Context: an optimization exercise on an open-source flow, tuned for small area. The choices shown serve that exercise and are no tape-out recipe. At most, simulation tests tie the RTL to the original design; equivalence was not proved. For runs 1 to 3, only the layout was checked, not whether the RTL still works. Power is estimated from default activity; no workload was simulated.

==> flow/design.v <==
module dda_move_engine #(
  parameter int          NUM_AXES     = 2,
  parameter int          BUFFER_DEPTH = 4,
  parameter int          DUR_WIDTH    = 64,
  parameter int          ACC_WIDTH    = 64,
  parameter int          DIV_WIDTH    = 24,
  parameter logic [63:0] THRESHOLD    = 64'h7fffffffffffff9b,
  parameter int          STEP_HOLD    = 8
) (
  input  logic                            clk,
  input  logic                            resetn,
  input  logic [DIV_WIDTH-1:0]            clock_divisor,
  input  logic                            wr_valid,
  output logic                            wr_ready,
  input  logic [DUR_WIDTH-1:0]            wr_duration,
  input  logic [NUM_AXES-1:0]             wr_dir,
  input  logic [NUM_AXES*ACC_WIDTH-1:0]   wr_increment,
  input  logic [NUM_AXES*ACC_WIDTH-1:0]   wr_incinc,
  input  logic                            abort,
  output logic [NUM_AXES-1:0]             step,
  output logic [NUM_AXES-1:0]             dir,
  output logic                            busy,
  output logic                            move_done,
  output logic [$clog2(BUFFER_DEPTH):0]   buffer_count
);
  localparam int PTR_W  = $clog2(BUFFER_DEPTH);
  localparam int CNT_W  = PTR_W + 1;
  localparam int HOLD_W = $clog2(STEP_HOLD);
  localparam logic [ACC_WIDTH-1:0] CORR = {1'b1, {(ACC_WIDTH-1){1'b0}}} - THRESHOLD[ACC_WIDTH-1:0];
  function automatic logic [ACC_WIDTH-1:0] cia_add(input logic [ACC_WIDTH-1:0] x,
                                                   input logic [ACC_WIDTH-1:0] y,
                                                   input int b0, input int bn);
    logic rc, tt, cb, s0;
    cb = 1'b0; rc = 1'b0; tt = 1'b1;
    for (int i = 0; i < ACC_WIDTH; i++) begin
      if (i >= b0 && ((i - b0) % bn) == 0) begin
        cb = (i == b0) ? rc : (rc | (cb & tt));
        rc = 1'b0;
        tt = 1'b1;
      end
      s0 = x[i] ^ y[i] ^ rc;
      rc = (x[i] & y[i]) | (rc & (x[i] ^ y[i]));
      cia_add[i] = (i < b0) ? s0 : (s0 ^ (cb & tt));
      tt = tt & s0;
    end
  endfunction
  logic ld, run;
  logic [DUR_WIDTH-1:0]          mem_dur    [BUFFER_DEPTH];
  logic [NUM_AXES-1:0]           mem_dir    [BUFFER_DEPTH];
  logic [NUM_AXES*ACC_WIDTH-1:0] mem_inc    [BUFFER_DEPTH];
  logic [NUM_AXES*ACC_WIDTH-1:0] mem_incinc [BUFFER_DEPTH];
  logic [PTR_W-1:0]              rd_ptr, wr_ptr;
  logic [DUR_WIDTH-1:0]          tickdown;
  logic [NUM_AXES*ACC_WIDTH-1:0] cur_incinc_n;     
  logic [DIV_WIDTH-1:0]          div_r, clkcnt;     
  logic                          tick_r;            
  logic [ACC_WIDTH-1:0]          inc_r   [NUM_AXES];    
  logic [HOLD_W-1:0]             hcnt    [NUM_AXES];    
  logic [ACC_WIDTH-1:0]          acc     [NUM_AXES];
  logic [NUM_AXES-1:0]           corr;
  logic [ACC_WIDTH-1:0]          acc_sum [NUM_AXES];
  logic [ACC_WIDTH-1:0]          csa_u   [NUM_AXES];
  logic [ACC_WIDTH-1:0]          inc_t   [NUM_AXES];
  logic [ACC_WIDTH-1:0]          corr_t  [NUM_AXES];
  logic [ACC_WIDTH-1:0]          csa_v   [NUM_AXES];
  logic [NUM_AXES-1:0]           pend, fire;
  logic                          push, pop, tick, last, upd, hold;
  logic [BUFFER_DEPTH-1:0]       rsel;
  logic [DUR_WIDTH-1:0]          rd_dur;
  logic [NUM_AXES-1:0]           rd_dir;
  logic [NUM_AXES*ACC_WIDTH-1:0] rd_inc, rd_incinc;
  assign wr_ready = !buffer_count[CNT_W-1] && !abort;
  assign push     = wr_valid && wr_ready;
  assign pop      = !ld && !run && (buffer_count != '0);
  assign tick     = tick_r;
  assign last     = tickdown == DUR_WIDTH'(1);
  assign busy     = ld || run;
  assign upd      = tick && !ld;
  assign hold     = !tick && !ld;
  always_comb begin
    for (int k = 0; k < BUFFER_DEPTH; k++) rsel[k] = ld && (rd_ptr == PTR_W'(k));
    rd_dur = '0; rd_dir = '0; rd_inc = '0; rd_incinc = '0;
    for (int k = 0; k < BUFFER_DEPTH; k++) begin
      rd_dur    = rd_dur    | ({DUR_WIDTH{rsel[k]}} & mem_dur[k]);
      rd_dir    = rd_dir    | ({NUM_AXES{rsel[k]}} & mem_dir[k]);
      rd_inc    = rd_inc    | ({(NUM_AXES*ACC_WIDTH){rsel[k]}} & mem_inc[k]);
      rd_incinc = rd_incinc | ({(NUM_AXES*ACC_WIDTH){rsel[k]}} & mem_incinc[k]);
    end
  end
  always_comb begin
    for (int a = 0; a < NUM_AXES; a++) begin
      inc_t[a]   = {ACC_WIDTH{tick}} & inc_r[a];
      corr_t[a]  = (tick && corr[a]) ? CORR : '0;
      csa_u[a]   = acc[a] ^ inc_t[a] ^ corr_t[a];
      csa_v[a]   = {(acc[a][ACC_WIDTH-2:0] & inc_t[a][ACC_WIDTH-2:0]) |
                    ((acc[a][ACC_WIDTH-2:0] ^ inc_t[a][ACC_WIDTH-2:0]) & corr_t[a][ACC_WIDTH-2:0]), 1'b0};
      acc_sum[a] = cia_add(csa_u[a], csa_v[a], 12, 13);
      fire[a]    = tick && !acc_sum[a][ACC_WIDTH-1] && (acc_sum[a] != '0);
    end
  end
  always_ff @(posedge clk) begin
    if (push) begin
      mem_dur[wr_ptr]    <= wr_duration;
      mem_dir[wr_ptr]    <= wr_dir;
      mem_inc[wr_ptr]    <= wr_increment;
      mem_incinc[wr_ptr] <= wr_incinc;
    end
  end
  always_ff @(posedge clk) begin
    clkcnt <= (ld || tick) ? DIV_WIDTH'(1) : clkcnt + 1'b1;
    if (ld) div_r <= {clock_divisor[DIV_WIDTH-1:1], clock_divisor[0] | (clock_divisor == '0)};
    cur_incinc_n <= ({(NUM_AXES*ACC_WIDTH){ld}} & ~rd_incinc) | ({(NUM_AXES*ACC_WIDTH){!ld}} & cur_incinc_n);
    tickdown   <= rd_dur | ({DUR_WIDTH{upd}} & (tickdown - 1'b1)) | ({DUR_WIDTH{hold}} & tickdown);
    for (int a = 0; a < NUM_AXES; a++)
      inc_r[a] <= rd_inc[a*ACC_WIDTH +: ACC_WIDTH] |
                  ({ACC_WIDTH{!ld}} & (tick ? cia_add(inc_r[a], ~cur_incinc_n[a*ACC_WIDTH +: ACC_WIDTH], 12, 13) : inc_r[a]));
    for (int a = 0; a < NUM_AXES; a++) begin
      if (fire[a] && !(step[a] || pend[a])) hcnt[a] <= HOLD_W'(STEP_HOLD - 1);
      else if (!fire[a] && pend[a])         hcnt[a] <= HOLD_W'(STEP_HOLD - 1);
      else                                  hcnt[a] <= hcnt[a] - 1'b1;
    end
  end
  always_ff @(posedge clk or negedge resetn) begin
    if (!resetn) begin
      ld           <= 1'b0;
      run          <= 1'b0;
      rd_ptr       <= '0;
      wr_ptr       <= '0;
      buffer_count <= '0;
      move_done    <= 1'b0;
      dir          <= '0;
      step         <= '0;
      pend         <= '0;
      corr         <= '0;
      tick_r       <= 1'b0;
      for (int a = 0; a < NUM_AXES; a++) acc[a] <= '0;
    end else if (abort) begin
      ld           <= 1'b0;
      run          <= 1'b0;
      rd_ptr       <= '0;
      wr_ptr       <= '0;
      buffer_count <= '0;
      move_done    <= 1'b0;
      step         <= '0;
      pend         <= '0;
      corr         <= '0;
      tick_r       <= 1'b0;
      for (int a = 0; a < NUM_AXES; a++) acc[a] <= '0;
    end else begin
      if (ld)        tick_r <= (rd_dur != '0) && (clock_divisor <= DIV_WIDTH'(1));
      else if (tick) tick_r <= !last && (div_r == DIV_WIDTH'(1));
      else           tick_r <= run && ((clkcnt + 1'b1) == div_r);
      if (push) wr_ptr <= wr_ptr + 1'b1;
      if (ld)   rd_ptr <= rd_ptr + 1'b1;
      if (push && !pop)      buffer_count <= buffer_count + 1'b1;
      else if (pop && !push) buffer_count <= buffer_count - 1'b1;
      for (int a = 0; a < NUM_AXES; a++) begin
        if (fire[a]) begin
          step[a] <= !(step[a] || pend[a]);
          pend[a] <= step[a] || pend[a];
        end else if (pend[a]) begin
          pend[a] <= 1'b0;
          step[a] <= 1'b1;
        end else if (step[a] && hcnt[a] == '0) begin
          step[a] <= 1'b0;
        end
      end
      ld        <= pop;
      move_done <= (ld && rd_dur == '0) || (tick && last);
      if (ld) begin
        dir <= rd_dir;
        run <= rd_dur != '0;
      end else if (tick && last) begin
        run <= 1'b0;
      end
      corr <= fire | ({NUM_AXES{!tick}} & corr);
      for (int a = 0; a < NUM_AXES; a++)
        acc[a] <= {acc_sum[a][ACC_WIDTH-1] ^ fire[a], acc_sum[a][ACC_WIDTH-2:0]};
    end
  end
endmodule
==> flow/flow/run.sh <==
#!/bin/bash
# Standard ORFS layout with two changes: the port buffers are the smallest
# buffer cell, and CTS uses clkbuf_8 leaf clusters without dummy loads.
set -euo pipefail
export BUFFER_PORTS_ARGS="-buffer_cell sky130_fd_sc_hd__buf_1"
export CTS_ARGS="-sink_clustering_enable -repair_clock_nets -dont_use_dummy_load -buf_list sky130_fd_sc_hd__clkbuf_8 -sink_clustering_size 18 -sink_clustering_max_diameter 55"
bash standard.sh > standard_flow.log 2>&1
==> flow/standard.sh <==
#!/bin/bash
# synth_recipe.tcl (not shown) runs the flow's synth.tcl, then flattens the netlist and writes it again
# the make line also repeats each setting of config.mk as NAME=value (left out here)
make -C /OpenROAD-flow-scripts/flow DESIGN_CONFIG=/design/flow/config.mk WORK_HOME=/design/flow/orfs CLKGATE_MAP_FILE= SYNTH_SCRIPT=/design/flow/synth_recipe.tcl "${@:-finish}"
==> flow/config.mk <==
export PLATFORM = sky130hd
export DESIGN_NAME = dda_move_engine
export DESIGN_NICKNAME = dda_move_engine
export VERILOG_FILES = /design/flow/design.v
export SDC_FILE = /design/flow/constraint.sdc
export NUM_CORES = 4
export LEC_CHECK = 0
export CAP_MARGIN = 20
export CORE_MARGIN = 2
export CORE_UTILIZATION = 75
export SLEW_MARGIN = 20
==> flow/constraint.sdc <==
create_clock -name core_clock -period 11.0 [get_ports {clk}]
set_input_delay 2.2000 -clock core_clock [delete_from_list [all_inputs] [get_ports {clk}]]
set_output_delay 2.2000 -clock core_clock [all_outputs]
set_load 0.01 [all_outputs]
==> results of run 1 <==
-- power breakdown --
| part | leakage [nW] | switching [mW] | internal (mW) |
|---|---|---|---|
| combinational | 10.4 | 2.86 | 1.76 |
| sequential | 16.8 | 0.581 | 8.41 |
| clock | 0.985 | 1.95 | 1.12 |
| total | 28.2 | 5.38 | 11.3 |
-- state kept, by name, indices dropped and copies added, names as in the netlist, named ones only --
signal	cells
mem_inc	512
mem_incinc	512
tickdown	64
hcnt	6
ld	1
corr	2
wr_ptr	2
mem_dir	8
run	1
buffer_count	3
inc_r	128
rd_ptr	2
tick_r	1
mem_dur	256
dir	2
move_done	1
div_r	24
clkcnt	24
step	2
pend	2
acc	128
-- routing by layer --
metal  wire (µm)  up-vias
met5         328        -
met4        5330       48
met3       18600      325
met2       81200     2155
met1       68200    22016
li1            -    19209
-- final timing paths --
kind	slack, ns	depth (start not counted)	to
min in group asynchronous	1.36	1	buffer_count[0]
setup reg to reg	0.53	30	hcnt[0][2]
hold reg to reg	0.39	1	hcnt[0][0]
max in group asynchronous	7.43	3	acc[1][17]
setup / recovery	0.53	30	hcnt[0][2]
hold / removal	0.39	1	hcnt[0][0]
-- area by class of cell --
cell class	count	area [µm²]	area share (%)
diodes	42	105	0.132
clock buffers	137	1890	2.36
inverters	188	706	0.884
multi-input cells	2624	22200	27.9
flip-flops and latches	1809	51400	64.4
well taps	1298	1620	2.04
repair buffers	416	1860	2.33
-- Yosys cell counts, types with 147 or more instances --
cell type,count
edfxtp_1,1440
clkbuf_1,204
dfxtp_1,222
xor2_1,158
dfrtp_1,147
a22oi_1,188
ha_1,169
xnor2_1,153
inv_1,188
a221oi_1,175
a22o_1,179
fa_1,239
nand2_1,149
nor2_1,273
-- cell usage in the layout, fill, tap and decap left out, drive strengths merged, types with 5 or more instances in the layout --
cell type	instances
and3	34
ha	169
mux2i	9
clkbuf	139
a221oi	175
or3	21
a22o	179
xnor2	153
or4	12
a21oi	61
nor3	51
dfxtp	222
o21ai	49
nand2	149
or2	11
inv	188
and2	124
and4	17
nor2	273
dfrtp	147
fa	239
a31o	5
nor2b	42
xor2	158
nand4	61
nor4	52
buf	414
a31oi	14
nand4b	5
a22oi	188
a222oi	106
o211ai	97
edfxtp	1440
diode	42
nand3	114
-- per-stage QoR --
stage / total power [mW] / instance area, µm²
2_1_floorplan: 12.3 / 75100
3_3_place_gp: 13.5 / 77800
3_5_place_dp: 13.6 / 77800
4_1_cts: 16.6 / 79700
5_1_grt: 17.4 / 79800
6_report: 16.7 / 79800
-- worst register-to-register path, delay by kind of cell (launching register included) --
| family | cells | cell delay, ns |
|---|---|---|
| mux | 1 | 0.30 |
| flops | 1 | 0.61 |
| compound gates | 6 | 1.40 |
| fa+ha+maj | 15 | 6.48 |
| simple gates | 8 | 1.55 |
-- cell families after synthesis --
family	Yosys count	synth area share (%)
xor gates and xnor gates	311	3.63
buffers and inverters	419	2.11
and+or+nand+nor	984	6.80
muxes	10	0.135
adders and majority gates	408	9.19
AOI/OAI and AO/OA	911	9.76
DFF	1809	68.4
-- repair_timing --
item | CTS | global route
resized for setup | 0 | 6
setup buffers | 0 | 1
endpoints found under the setup margin | 0 | 14
==> flow_metrics.env, run 1 <==
export IMPL_run_status="no timing/DRC/antenna violations"
export IMPL_critical_path_arrival_ns=11.16
export IMPL_hold_path_startpoint="hcnt[0][0]"
export IMPL_gp_congestion=0.902
export IMPL_antenna_found_initial=57
export IMPL_syn_area_mm2=0.0751
export IMPL_grt_pass1_vias=43349
export IMPL_hold_slack_ns=0.390
export IMPL_h_tree_depth=4
export IMPL_worst_path_most_repeated_cell="fa_1"
export IMPL_insertion_delay_ns=0.86
export IMPL_critPathKind="flop to flop"
export IMPL_synth_distinct_cells=82
export IMPL_critPathCaptureType="flop"
export IMPL_place_inst=6334
export IMPL_avgViaCountPerCell=6.72
export IMPL_yosys_warnings=9
export IMPL_ys_seq_area_share_pct=68.4
export IMPL_grt_use_met1_pct=49.0
export IMPL_layout_nets=5934
export IMPL_finalCriticalPeriod_ns=10.47
export IMPL_nFillCells=5605
export IMPL_drive_gt1_share_pct=4.85
export IMPL_cts_tree="built"
export IMPL_die_w_um=320
export IMPL_drv_cap=0
export IMPL_synth_top_cell_area_share_pct=57.6
export IMPL_synth_largest_area_cell="edfxtp_1"
export IMPL_fmax_mhz=95.5
export IMPL_fin_skew_ns=0.0806
export IMPL_setup_ws_ns=0.525
export IMPL_start_util_pct=75.3
export IMPL_track_usage_pct=34.2
export IMPL_slowest_stage="fa_1"
export IMPL_cp_max_fo=14
export IMPL_overflow=0
export IMPL_synth_ff_type="edfxtp_1"
export IMPL_drc=0
export IMPL_crit_start="tick_r"
export IMPL_cts_buffer_depth=3
export IMPL_maxSlewHeadroom_pct=23.5
export IMPL_syn_nets=5610
export IMPL_die_area_mm2=0.103
export IMPL_synth_edf_count=1440
export IMPL_vias=43753
export IMPL_cts_root_buf="clkbuf_8"
export IMPL_wl_um=174000
export IMPL_finalCritPeriodShare_pct=95.2
export IMPL_grtUsageMet2_pct=51.8
export IMPL_core_area_mm2=0.0997
export IMPL_final_max_slew_violation_count=0
export IMPL_boundaryPins=360
export IMPL_synthTopCellsByArea="edfxtp_1 58%, fa_1 6.4%, dfxtp_1 5.9%"
export IMPL_dr_pass1_iters=9
export IMPL_tightest_slew_ns=1.15
export IMPL_die_h_um=320
export IMPL_finish_utilization_pct=80.0
export IMPL_place_hpwl_um=113000
export IMPL_top_usage_layer="met2"
export IMPL_critPathTopFamily="adder cells"
export IMPL_synth_async_reset_ratio_pct=8.13
export IMPL_r2r_start="tick_r"
export IMPL_tns_ns=0
export IMPL_cp_slowest_stage_delay_ns=0.62
export IMPL_holdCritPathClass="flop to flop"
export IMPL_synth_seq_cells=1809
export IMPL_grtUsageMet3_pct=9.33
export IMPL_p_leak_nw=28.2
export IMPL_portBuffers=359
export IMPL_row_count=116
export IMPL_syn_area_per_cell_um2=15.5
export IMPL_path_buf_inv=0
export IMPL_setup_viol=0
export IMPL_grt_pass1_wl_um=261000
export IMPL_ant_nets=0
export IMPL_hold_buffers=0
export IMPL_syn_to_final_growth_pct=6.25
export IMPL_critPathLaunchType="flop"
export IMPL_stdcell_count=6514
export IMPL_rsz0062_at_grt="no"
export IMPL_hold_viol_final=0
export IMPL_place_ws_ns=0.156
export IMPL_drt_initial_drc_count=5415
export IMPL_max_vdd_ir_drop_v=0.000170
export IMPL_crit_required_ns=11.69
export IMPL_post_drt_wl_per_cell_um=26.7
export IMPL_grt_max_degree=149
export IMPL_clk_pin_slew_worst_paths_ns=0.10
export IMPL_cts_sinks=1809
export IMPL_powerDensity_mw_per_mm2=209
export IMPL_cts_buffers_inserted=137
export IMPL_synth_cells=4852
==> run 2, diff against run 1 <==
--- a/flow/design.v
+++ b/flow/design.v
@@ -110,5 +110,5 @@
     clkcnt <= (ld || tick) ? DIV_WIDTH'(1) : clkcnt + 1'b1;
     if (ld) div_r <= {clock_divisor[DIV_WIDTH-1:1], clock_divisor[0] | (clock_divisor == '0)};
-    cur_incinc_n <= ({(NUM_AXES*ACC_WIDTH){ld}} & ~rd_incinc) | ({(NUM_AXES*ACC_WIDTH){!ld}} & cur_incinc_n);
+    cur_incinc_n <= ~(rd_incinc | ({(NUM_AXES*ACC_WIDTH){!ld}} & ~cur_incinc_n));
     tickdown   <= rd_dur | ({DUR_WIDTH{upd}} & (tickdown - 1'b1)) | ({DUR_WIDTH{hold}} & tickdown);
     for (int a = 0; a < NUM_AXES; a++)
==> flow_metrics.env, run 2 <==
export IMPL_die_area_mm2=0.102
export IMPL_h_tree_depth=4
export IMPL_yosys_warnings=9
export IMPL_cp_slowest_stage_delay_ns=0.65
export IMPL_syn_to_final_growth_pct=6.17
export IMPL_drv_cap=0
export IMPL_maxSlewHeadroom_pct=25.2
export IMPL_layout_cells_most_common="edfxtp_1"
export IMPL_final_max_slew_violation_count=0
export IMPL_hold_viol_final=0
export IMPL_synth_seq_cells=1809
export IMPL_synth_cells=5107
export IMPL_overflow=0
export IMPL_syn_area_per_cell_um2=14.7
export IMPL_critPathCapture="hcnt[1][0]"
export IMPL_die_h_um=320
export IMPL_dr_pass1_iters=13
export IMPL_finalCritPeriodShare_pct=94.9
export IMPL_vias=45078
export IMPL_clk_pin_slew_worst_paths_ns=0.10
export IMPL_setup_ws_ns=0.559
export IMPL_drc=0
export IMPL_cts_tree="built"
export IMPL_cts_buffer_depth=3
export IMPL_synth_ff_type="edfxtp_1"
export IMPL_run_status="no timing/DRC/antenna violations"
export IMPL_critPathLaunchType="flop"
export IMPL_ys_seq_area_share_pct=66.9
export IMPL_start_util_pct=75.9
export IMPL_place_ws_ns=0.212
export IMPL_cts_sinks=1809
export IMPL_critPathKind="flop to flop"
export IMPL_drt_initial_drc_count=6008
export IMPL_synthTopCellsByArea="edfxtp_1 53%, dfxtp_1 9.4%, fa_1 6.4%"
export IMPL_core_area_mm2=0.0986
export IMPL_place_hpwl_um=114000
export IMPL_boundaryPins=360
export IMPL_ys_top_cells_by_count="1,312 x edfxtp_1, 350 x dfxtp_1, 299 x nand2_1"
export IMPL_track_usage_pct=34.7
export IMPL_cts_buffers_inserted=137
export IMPL_synth_most_common_cell="edfxtp_1"
export IMPL_cp_depth=30
export IMPL_grt_max_degree=146
export IMPL_insertion_delay_ns=0.87
export IMPL_tightest_slew_ns=1.12
export IMPL_hold_buffers=0
export IMPL_mostFrequentLayoutCells="1,312 x edfxtp_1, 357 x buf_1, 350 x dfxtp_1"
export IMPL_syn_nets=5865
export IMPL_p_leak_nw=28.6
export IMPL_crit_start="tick_r"
export IMPL_path_buf_inv=2
export IMPL_crit_required_ns=11.77
export IMPL_synth_distinct_cells=73
export IMPL_r2r_start="tick_r"
export IMPL_die_w_um=320
export IMPL_gp_congestion=0.956
export IMPL_holdCritPathClass="flop to flop"
export IMPL_setup_viol=0
export IMPL_slowest_stage="dfrtp_4"
export IMPL_reg2reg_to="hcnt[1][0]"
export IMPL_max_vdd_ir_drop_v=0.000178
export IMPL_synth_largest_area_cell="edfxtp_1"
export IMPL_critical_path_arrival_ns=11.21
export IMPL_layout_nets=6170
export IMPL_grt_use_met1_pct=48.0
export IMPL_top_usage_layer="met2"
export IMPL_portBuffers=359
export IMPL_cts_root_buf="clkbuf_8"
export IMPL_ant_nets=0
export IMPL_powerDensity_mw_per_mm2=233
export IMPL_row_count=115
export IMPL_grt_pass1_wl_um=266000
export IMPL_critPathTopFamily="adder cells"
export IMPL_synth_edf_count=1312
export IMPL_grt_pass1_vias=45281
export IMPL_worst_path_most_repeated_cell="fa_1"
export IMPL_r2r_cells=30
export IMPL_grtUsageMet2_pct=54.8
export IMPL_synth_async_reset_ratio_pct=8.13
export IMPL_finalCriticalPeriod_ns=10.44
export IMPL_drive_gt1_share_pct=4.31
export IMPL_fmax_mhz=95.8
export IMPL_wl_um=176000
export IMPL_nFillCells=5539
export IMPL_grtUsageMet3_pct=8.33
export IMPL_synth_top_cell_area_share_pct=52.7
export IMPL_reg2reg_slack_ns=0.56
export IMPL_finish_utilization_pct=80.6
export IMPL_tns_ns=0
export IMPL_cp_max_fo=24
export IMPL_antenna_found_initial=58
export IMPL_reg_top3="mem_inc x512, mem_incinc x512, mem_dur x256"
export IMPL_avgViaCountPerCell=6.69
export IMPL_syn_area_mm2=0.0748
export IMPL_post_drt_wl_per_cell_um=26.2
export IMPL_critPathCaptureType="flop"
export IMPL_fin_skew_ns=0.0851
==> run 2: cell families (layout without fill, tap and decap cells) <==
family | Yosys count | after routing | share of synthesized area [%]
buffers and inverters | 435 | 738 | 2.18
xor gates and xnor gates | 305 | 305 | 3.61
DFF | 1809 | 1809 | 66.9
other | 0 | 40 | 0
adders and majority gates | 408 | 408 | 9.22
and+or+nand+nor | 1132 | 1132 | 7.47
muxes | 12 | 12 | 0.162
AOI/OAI and AO/OA | 1006 | 1006 | 10.4
==> run 2: power by group <==
part           internal, mW  leakage [nW]  switching, mW
Clock                  1.12         0.985           1.95
Combinational          2.50          10.8           3.76
Sequential             8.43          16.9          0.755
==> run 2: worst min-delay path by stage <==
stage | from | end | slack, ns | cells after the start
final | hcnt[0][0] | hcnt[0][0] | 0.38 | 1
after global routing | hcnt[0][0] | hcnt[0][0] | 0.41 | 1
after CTS | hcnt[0][0] | hcnt[0][0] | 0.38 | 1
after detailed placement | hcnt[0][0] | hcnt[0][0] | 0.37 | 1
after global placement | hcnt[0][0] | hcnt[0][0] | 0.38 | 1
after floorplan | hcnt[0][0] | hcnt[0][0] | 0.36 | 1
==> run 2: area by class of cell <==
class / instances / area, µm² / share of cell area [%]
sequential: 1809 / 50100 / 63.1
multi-input combinational: 2863 / 23200 / 29.2
tap: 1287 / 1610 / 2.03
clock buffer: 137 / 1890 / 2.37
timing repair buffer: 412 / 1840 / 2.31
antenna: 40 / 100 / 0.126
inverter: 189 / 709 / 0.893
==> run 2: through the flow <==
stage | instance area (µm²) | instances | hold WS (ns) | total power, mW
5_1_grt | 79400 | 6717 | 0.406 | 19.5
2_1_floorplan | 74800 | 5107 | 0.358 | 13.6
4_1_cts | 79300 | 6695 | 0.383 | 18.5
3_3_place_gp | 77400 | 6558 | 0.377 | 15.2
6_report | 79400 | 6737 | 0.380 | 18.5
3_5_place_dp | 77400 | 6558 | 0.369 | 15.5
==> run 2: timing repair <==
action                     in CTS  in global routing
buffers inserted                0                  2
setup endpoints to repair       0                 11
resized for setup               0                  6
==> run 2: layer usage <==
metal / share of wire [%] / routed length [µm] / vias up
li1: - / - / 19871
met2: 47 / 83600 / 2156
met3: 10 / 17800 / 361
met5: 0.16 / 279 / -
met4: 3.5 / 6140 / 44
met1: 39 / 68400 / 22646
==> run 3, diff against run 2 <==
--- a/flow/design.v
+++ b/flow/design.v
@@ -114,5 +114,5 @@
     for (int a = 0; a < NUM_AXES; a++)
       inc_r[a] <= rd_inc[a*ACC_WIDTH +: ACC_WIDTH] |
-                  ({ACC_WIDTH{!ld}} & (tick ? cia_add(inc_r[a], ~cur_incinc_n[a*ACC_WIDTH +: ACC_WIDTH], 12, 13) : inc_r[a]));
+                  ({ACC_WIDTH{!ld}} & (tick ? cia_add(inc_r[a], ~cur_incinc_n[a*ACC_WIDTH +: ACC_WIDTH], 14, 10) : inc_r[a]));
     for (int a = 0; a < NUM_AXES; a++) begin
       if (fire[a] && !(step[a] || pend[a])) hcnt[a] <= HOLD_W'(STEP_HOLD - 1);
==> flow_metrics.env, run 3 <==
export IMPL_cts_buffer_depth=3
export IMPL_cp_slowest_stage_delay_ns=0.59
export IMPL_hold_buffers=0
export IMPL_track_usage_pct=33.6
export IMPL_layout_cells_most_common="edfxtp_1"
export IMPL_rsz0062_at_grt="yes"
export IMPL_worst_path_most_repeated_cell="fa_1"
export IMPL_syn_nets=5909
export IMPL_synth_largest_area_cell="edfxtp_1"
export IMPL_maxSlewHeadroom_pct=22.7
export IMPL_drc=0
export IMPL_syn_area_mm2=0.0751
export IMPL_reg2reg_slack_ns=0.45
export IMPL_slowest_stage="fa_1"
export IMPL_synth_seq_cells=1809
export IMPL_mostFrequentLayoutCells="1,312 x edfxtp_1, 357 x buf_1, 350 x dfxtp_1"
export IMPL_ys_seq_area_share_pct=66.7
export IMPL_nFillCells=5765
export IMPL_cts_buffers_inserted=137
export IMPL_path_buf_inv=1
export IMPL_synth_async_reset_ratio_pct=8.13
export IMPL_powerDensity_mw_per_mm2=214
export IMPL_post_drt_wl_per_cell_um=25.2
export IMPL_grt_max_degree=148
export IMPL_synth_distinct_cells=85
export IMPL_synth_most_common_cell="edfxtp_1"
export IMPL_drive_gt1_share_pct=4.59
export IMPL_grt_pass1_vias=44743
export IMPL_dr_pass1_iters=9
export IMPL_finalCritPeriodShare_pct=95.9
export IMPL_drt_initial_drc_count=5176
export IMPL_hold_viol_final=0
export IMPL_clk_pin_slew_worst_paths_ns=0.10
export IMPL_syn_to_final_growth_pct=6.10
export IMPL_grt_pass1_wl_um=261000
export IMPL_fmax_mhz=94.8
export IMPL_syn_area_per_cell_um2=14.6
export IMPL_design_area_mm2=0.0796
export IMPL_ys_top_cells_by_count="1,312 x edfxtp_1, 350 x dfxtp_1, 291 x nand2_1"
export IMPL_overflow=0
export IMPL_antenna_found_initial=49
export IMPL_gp_congestion=0.926
export IMPL_critPathKind="flop to flop"
export IMPL_synth_edf_count=1312
export IMPL_cts_tree="built"
export IMPL_synth_top_cell_area_share_pct=52.5
export IMPL_run_status="no timing/DRC/antenna violations"
export IMPL_finish_utilization_pct=79.9
export IMPL_synth_ff_type="edfxtp_1"
export IMPL_vias=44877
export IMPL_die_h_um=320
export IMPL_avgViaCountPerCell=6.62
export IMPL_critPathTopFamily="adder cells"
export IMPL_critPathCaptureType="flop"
export IMPL_place_hpwl_um=108000
export IMPL_core_area_mm2=0.0997
export IMPL_boundaryPins=360
export IMPL_p_leak_nw=28.7
export IMPL_p_total_mw=17.0
export IMPL_tns_ns=0
export IMPL_final_max_slew_violation_count=0
export IMPL_cts_sinks=1809
export IMPL_die_area_mm2=0.103
export IMPL_row_count=116
export IMPL_layout_nets=6211
export IMPL_place_area_mm2=0.0776
export IMPL_drv_cap=0
export IMPL_insertion_delay_ns=0.89
export IMPL_h_tree_depth=4
export IMPL_synthTopCellsByArea="edfxtp_1 52%, dfxtp_1 9.3%, fa_1 6.3%"
export IMPL_ant_nets=0
export IMPL_yosys_warnings=9
export IMPL_synth_cells=5149
export IMPL_critPathLaunchType="flop"
export IMPL_die_w_um=320
export IMPL_wl_um=171000
export IMPL_setup_viol=0
export IMPL_tightest_slew_ns=1.16
export IMPL_reg_top3="mem_inc x512, mem_incinc x512, mem_dur x256"
export IMPL_fin_skew_ns=0.0898
export IMPL_critical_path_arrival_ns=11.26
export IMPL_cp_max_fo=10
export IMPL_start_util_pct=75.3
export IMPL_max_vdd_ir_drop_v=0.000199
export IMPL_portBuffers=359
export IMPL_cts_root_buf="clkbuf_8"
export IMPL_holdCritPathClass="flop to flop"
export IMPL_finalCriticalPeriod_ns=10.55
export IMPL_crit_required_ns=11.72
[run 3: changes by cell type after synthesis, moves of 22 or more]
cell	delta
a22o_1	+52
o21ai_0	+49
a211oi_1	+45
o211a_1	-40
a222oi_1	-38
a21oi_1	-33
xnor2_1	+22
[run 3: timing repair]
item / CTS / global route
buffers inserted: 0 / 2
endpoints found under the hold margin: 0 / 0
pin swaps: 0 / 3
gates resized for setup: 1 / 7
endpoints found under the setup margin: 4 / 10
[run 3: area by class of cell]
| cell class | count | area [µm²] | share of cell area [%] |
|---|---|---|---|
| multi-input cells | 2901 | 23400 | 29.4 |
| flip-flops and latches | 1809 | 50100 | 62.9 |
| diodes | 34 | 85.1 | 0.107 |
| inverters | 192 | 726 | 0.911 |
| well taps | 1298 | 1620 | 2.04 |
| repair buffers | 410 | 1850 | 2.32 |
| clock buffers | 137 | 1890 | 2.37 |
[run 3: final timing paths]
kind / start / endpoint / cells past startpoint
worst max register to register: tick_r / hcnt[0][0] / 31
worst min-delay path: hcnt[0][0] / hcnt[0][0] / 1
worst min register to register: hcnt[0][0] / hcnt[0][0] / 1
min in group asynchronous: resetn / acc[0][42] / 1
worst max-delay path: tick_r / hcnt[0][0] / 31
max in group asynchronous: resetn / acc[1][51] / 3
[run 3: cells by family after synthesis]
| kind of cell | count (synthesis) | share of synthesized area (%) |
|---|---|---|
| adders and majority gates | 410 | 9.20 |
| muxes | 13 | 0.173 |
| xor gates and xnor gates | 316 | 3.74 |
| DFF | 1809 | 66.7 |
| and+or+nand+nor | 1126 | 7.46 |
| buffers and inverters | 439 | 2.23 |
| AOI/OAI and AO/OA | 1036 | 10.5 |
[run 3: where the power goes]
part	total [mW]	internal (mW)	switching [mW]
registers	9.04	8.34	0.707
logic	4.93	1.96	2.97
clock network	3.07	1.12	1.95
total	17.0	11.4	5.63
[run 3: metrics by stage]
| step | cells | hold slack [ns] | setup slack, ns |
|---|---|---|---|
| floorplan | 5149 | 0.358 | 0.135 |
| CTS | 6745 | 0.388 | 0.0229 |
| global route | 6761 | 0.397 | -0.00434 |
| global placement | 6608 | 0.368 | 0.323 |
| detailed placement | 6608 | 0.371 | -0.000901 |
| finish | 6781 | 0.386 | 0.453 |
[run 3: metal layers]
| metal | vias up | track usage, % | share of wire, % |
|---|---|---|---|
| met3 | 294 | 7.70 | 10 |
| met1 | 22516 | 48.8 | 41 |
| li1 | 19939 | - | - |
| met5 | - | 0 | 0.17 |
| met4 | 46 | 9.84 | 2.3 |
| met2 | 2082 | 52.1 | 47 |
==> run 4, diff against run 3 <==
--- a/flow/design.v
+++ b/flow/design.v
@@ -52,5 +52,5 @@
   logic [PTR_W-1:0]              rd_ptr, wr_ptr;
   logic [DUR_WIDTH-1:0]          tickdown;
-  logic [NUM_AXES*ACC_WIDTH-1:0] cur_incinc_n;     
+  logic [NUM_AXES*ACC_WIDTH-1:0] cur_incinc;
   logic [DIV_WIDTH-1:0]          div_r, clkcnt;     
   logic                          tick_r;            
@@ -110,9 +110,9 @@
     clkcnt <= (ld || tick) ? DIV_WIDTH'(1) : clkcnt + 1'b1;
     if (ld) div_r <= {clock_divisor[DIV_WIDTH-1:1], clock_divisor[0] | (clock_divisor == '0)};
-    cur_incinc_n <= ~(rd_incinc | ({(NUM_AXES*ACC_WIDTH){!ld}} & ~cur_incinc_n));
+    cur_incinc <= rd_incinc | ({(NUM_AXES*ACC_WIDTH){!ld}} & cur_incinc);
     tickdown   <= rd_dur | ({DUR_WIDTH{upd}} & (tickdown - 1'b1)) | ({DUR_WIDTH{hold}} & tickdown);
     for (int a = 0; a < NUM_AXES; a++)
       inc_r[a] <= rd_inc[a*ACC_WIDTH +: ACC_WIDTH] |
-                  ({ACC_WIDTH{!ld}} & (tick ? cia_add(inc_r[a], ~cur_incinc_n[a*ACC_WIDTH +: ACC_WIDTH], 14, 10) : inc_r[a]));
+                  ({ACC_WIDTH{!ld}} & (tick ? cia_add(inc_r[a], cur_incinc[a*ACC_WIDTH +: ACC_WIDTH], 14, 10) : inc_r[a]));
     for (int a = 0; a < NUM_AXES; a++) begin
       if (fire[a] && !(step[a] || pend[a])) hcnt[a] <= HOLD_W'(STEP_HOLD - 1);
==> flow_metrics.env, run 4 <==
export IMPL_mostFrequentLayoutCells="1,312 x edfxtp_1, 357 x buf_1, 350 x dfxtp_1"
export IMPL_cts_buffers_inserted=135
export IMPL_grt_pass1_vias=45263
export IMPL_h_tree_depth=4
export IMPL_crit_required_ns=11.67
export IMPL_syn_nets=5866
export IMPL_cts_buffer_depth=3
export IMPL_reg_top3="mem_inc x512, mem_incinc x512, mem_dur x256"
export IMPL_antenna_found_initial=60
export IMPL_ys_seq_area_share_pct=67.2
export IMPL_syn_to_final_growth_pct=6.24
export IMPL_nFillCells=5601
export IMPL_setup_ws_ns=0.453
export IMPL_drc=0
export IMPL_clk_pin_slew_worst_paths_ns=0.10
export IMPL_cp_max_fo=13
export IMPL_synth_most_common_cell="edfxtp_1"
export IMPL_synth_largest_area_cell="edfxtp_1"
export IMPL_place_ws_ns=-0.159
export IMPL_syn_area_mm2=0.0745
export IMPL_fmax_mhz=94.8
export IMPL_boundaryPins=360
export IMPL_synthTopCellsByArea="edfxtp_1 53%, dfxtp_1 9.4%, fa_1 6.4%"
export IMPL_critPathKind="flop to flop"
export IMPL_layout_cells_most_common="edfxtp_1"
export IMPL_tightest_slew_ns=1.09
export IMPL_wl_um=181000
export IMPL_synth_seq_cells=1809
export IMPL_synth_edf_count=1312
export IMPL_avgViaCountPerCell=6.71
export IMPL_cp_slowest_stage_delay_ns=0.62
export IMPL_ant_nets=0
export IMPL_hold_viol_final=0
export IMPL_multiInputGateArea_mm2=0.0227
export IMPL_powerDensity_mw_per_mm2=214
export IMPL_finalCriticalPeriod_ns=10.55
export IMPL_ys_top_cells_by_count="1,312 x edfxtp_1, 350 x dfxtp_1, 342 x nand2_1"
export IMPL_row_count=115
export IMPL_cts_tree="built"
export IMPL_run_status="no timing/DRC/antenna violations"
export IMPL_drive_gt1_share_pct=4.69
export IMPL_synth_top_cell_area_share_pct=52.8
export IMPL_core_area_mm2=0.0984
export IMPL_worst_path_most_repeated_cell="fa_1"
export IMPL_synth_distinct_cells=89
export IMPL_start_util_pct=75.7
export IMPL_layout_nets=6175
export IMPL_cts_root_buf="clkbuf_8"
export IMPL_gp_congestion=0.906
export IMPL_p_leak_nw=28.1
export IMPL_synth_cells=5106
export IMPL_p_total_mw=17.0
export IMPL_grt_max_degree=147
export IMPL_die_h_um=319
export IMPL_slowest_stage="fa_1"
export IMPL_cts_sinks=1809
export IMPL_critPathCaptureType="flop"
export IMPL_final_max_slew_violation_count=0
export IMPL_drt_initial_drc_count=5262
export IMPL_setup_viol=0
export IMPL_critPathLaunchType="flop"
export IMPL_die_area_mm2=0.102
export IMPL_place_hpwl_um=119000
export IMPL_critical_path_arrival_ns=11.22
export IMPL_max_vdd_ir_drop_v=0.000203
export IMPL_stdcell_count=6741
export IMPL_track_usage_pct=35.8
export IMPL_holdCritPathClass="flop to flop"
export IMPL_synth_async_reset_ratio_pct=8.13
export IMPL_die_w_um=319
export IMPL_yosys_warnings=9
export IMPL_maxSlewHeadroom_pct=27.4
export IMPL_register_area_mm2=0.0501
export IMPL_syn_area_per_cell_um2=14.6
export IMPL_grt_pass1_wl_um=272000
export IMPL_synth_ff_type="edfxtp_1"
export IMPL_drv_cap=0
export IMPL_fin_skew_ns=0.0860
export IMPL_vias=45252
export IMPL_finish_utilization_pct=80.5
export IMPL_dr_pass1_iters=12
export IMPL_overflow=0
export IMPL_place_inst=6561
export IMPL_portBuffers=359
export IMPL_finalCritPeriodShare_pct=95.9
export IMPL_post_drt_wl_per_cell_um=26.8
export IMPL_rsz0062_at_grt="no"
export IMPL_insertion_delay_ns=0.84
## run 4: layer usage
layer	global-route usage, %	share of wire, %	wire [µm]
met1	46.1	36	65300
met2	57.0	48	87400
met3	7.67	9.3	16800
met4	21.0	6.1	11100
met5	0	0.19	352
## run 4: metrics by stage
step,hold slack (ns),TNS (ns),area [µm²]
after floorplan,0.375,0,74500
after global placement,0.386,0,77200
after detailed placement,0.393,-0.720,77200
after CTS,0.415,0,79000
after global routing,0.439,0,79200
final,0.418,0,79200
## run 4: area by class of cell
type	count	share of cell area [%]
inverters	239	1.14
well taps	1287	2.03
diodes	41	0.130
multi-input cells	2814	28.7
repair buffers	416	2.43
clock buffers	135	2.35
flip-flops and latches	1809	63.2
## run 4: kinds of logic (layout without fill, tap and decap cells)
group / after synthesis / count (layout) / synth area share (%)
multiplexers: 14 / 14 / 0.188
flip-flops: 1809 / 1809 / 67.2
XOR/XNOR: 273 / 273 / 3.26
buffers and inverters: 483 / 790 / 2.46
adder cells (fa/ha/maj): 410 / 410 / 9.27
AO/OA/AOI/OAI: 925 / 925 / 9.90
AND/OR/NAND/NOR: 1192 / 1192 / 7.74
other: 0 / 41 / 0
## run 4: report_power, final
part           leakage (nW)  internal, mW  total (mW)  switching [mW]
sequential             16.9          8.29        8.88           0.590
clock                 0.971          1.10        3.04            1.94
combinational          10.3          1.93        5.05            3.12
## run 4: worst max-delay path, delay by kind of cell, from the launching register on
kind            cells  cell delay [ns]
simple gates        9             1.63
buf+inv             1             0.21
flops               1             0.58
compound gates      7             1.44
fa+ha+maj          15             6.52
## run 4: path summary, 6_finish.rpt
| check | start | endpoint | slack [ns] | cells after the start |
|---|---|---|---|---|
| max in group asynchronous | resetn | tick_r | 7.80 | 3 |
| setup reg to reg | tick_r | step[1] | 0.45 | 32 |
| setup / recovery | tick_r | step[1] | 0.45 | 32 |
| hold reg to reg | hcnt[0][0] | hcnt[0][0] | 0.42 | 1 |
| min in group asynchronous | resetn | buffer_count[1] | 1.25 | 1 |
| hold / removal | hcnt[0][0] | hcnt[0][0] | 0.42 | 1 |
## run 4: what timing repair did
action | in CTS | in global routing
resized for setup | 1 | 5
hold buffers | 0 | 0
pin swaps | 0 | 1
setup endpoints to repair | 5 | 7
cloned | 0 | 0
buffers inserted | 1 | 3

-- port drivers added, routing unchanged --
In the flow no input, the clock included, has a driving cell. The finished layouts below were timed again as built, in two steps. Step 1, drivers: a clkbuf_16 drives clk and a buf_2 each remaining input, both assumed. Step 2, shift: input delay + t, output delay - t, t = (earliest + latest rising clock arrival at the registers) / 2. This alone moves slack from input paths to output paths. Three values: no drivers, after step 1, after step 2; two values: the first two.
| run | shift t [ns] | setup slack, ns | clock arrival spread, ns |
|---|---|---|---|
| run 1 | 0.896 | 0.525 / 0.525 / 0.525 | 0.083 / 0.083 |
| run 2 | 0.902 | 0.559 / 0.559 / 0.559 | 0.088 / 0.088 |
| run 3 | 0.923 | 0.453 / 0.453 / 0.453 | 0.090 / 0.090 |
| run 4 | 0.881 | 0.453 / 0.453 / 0.453 | 0.104 / 0.104 |
After both steps every run listed still meets setup and hold.
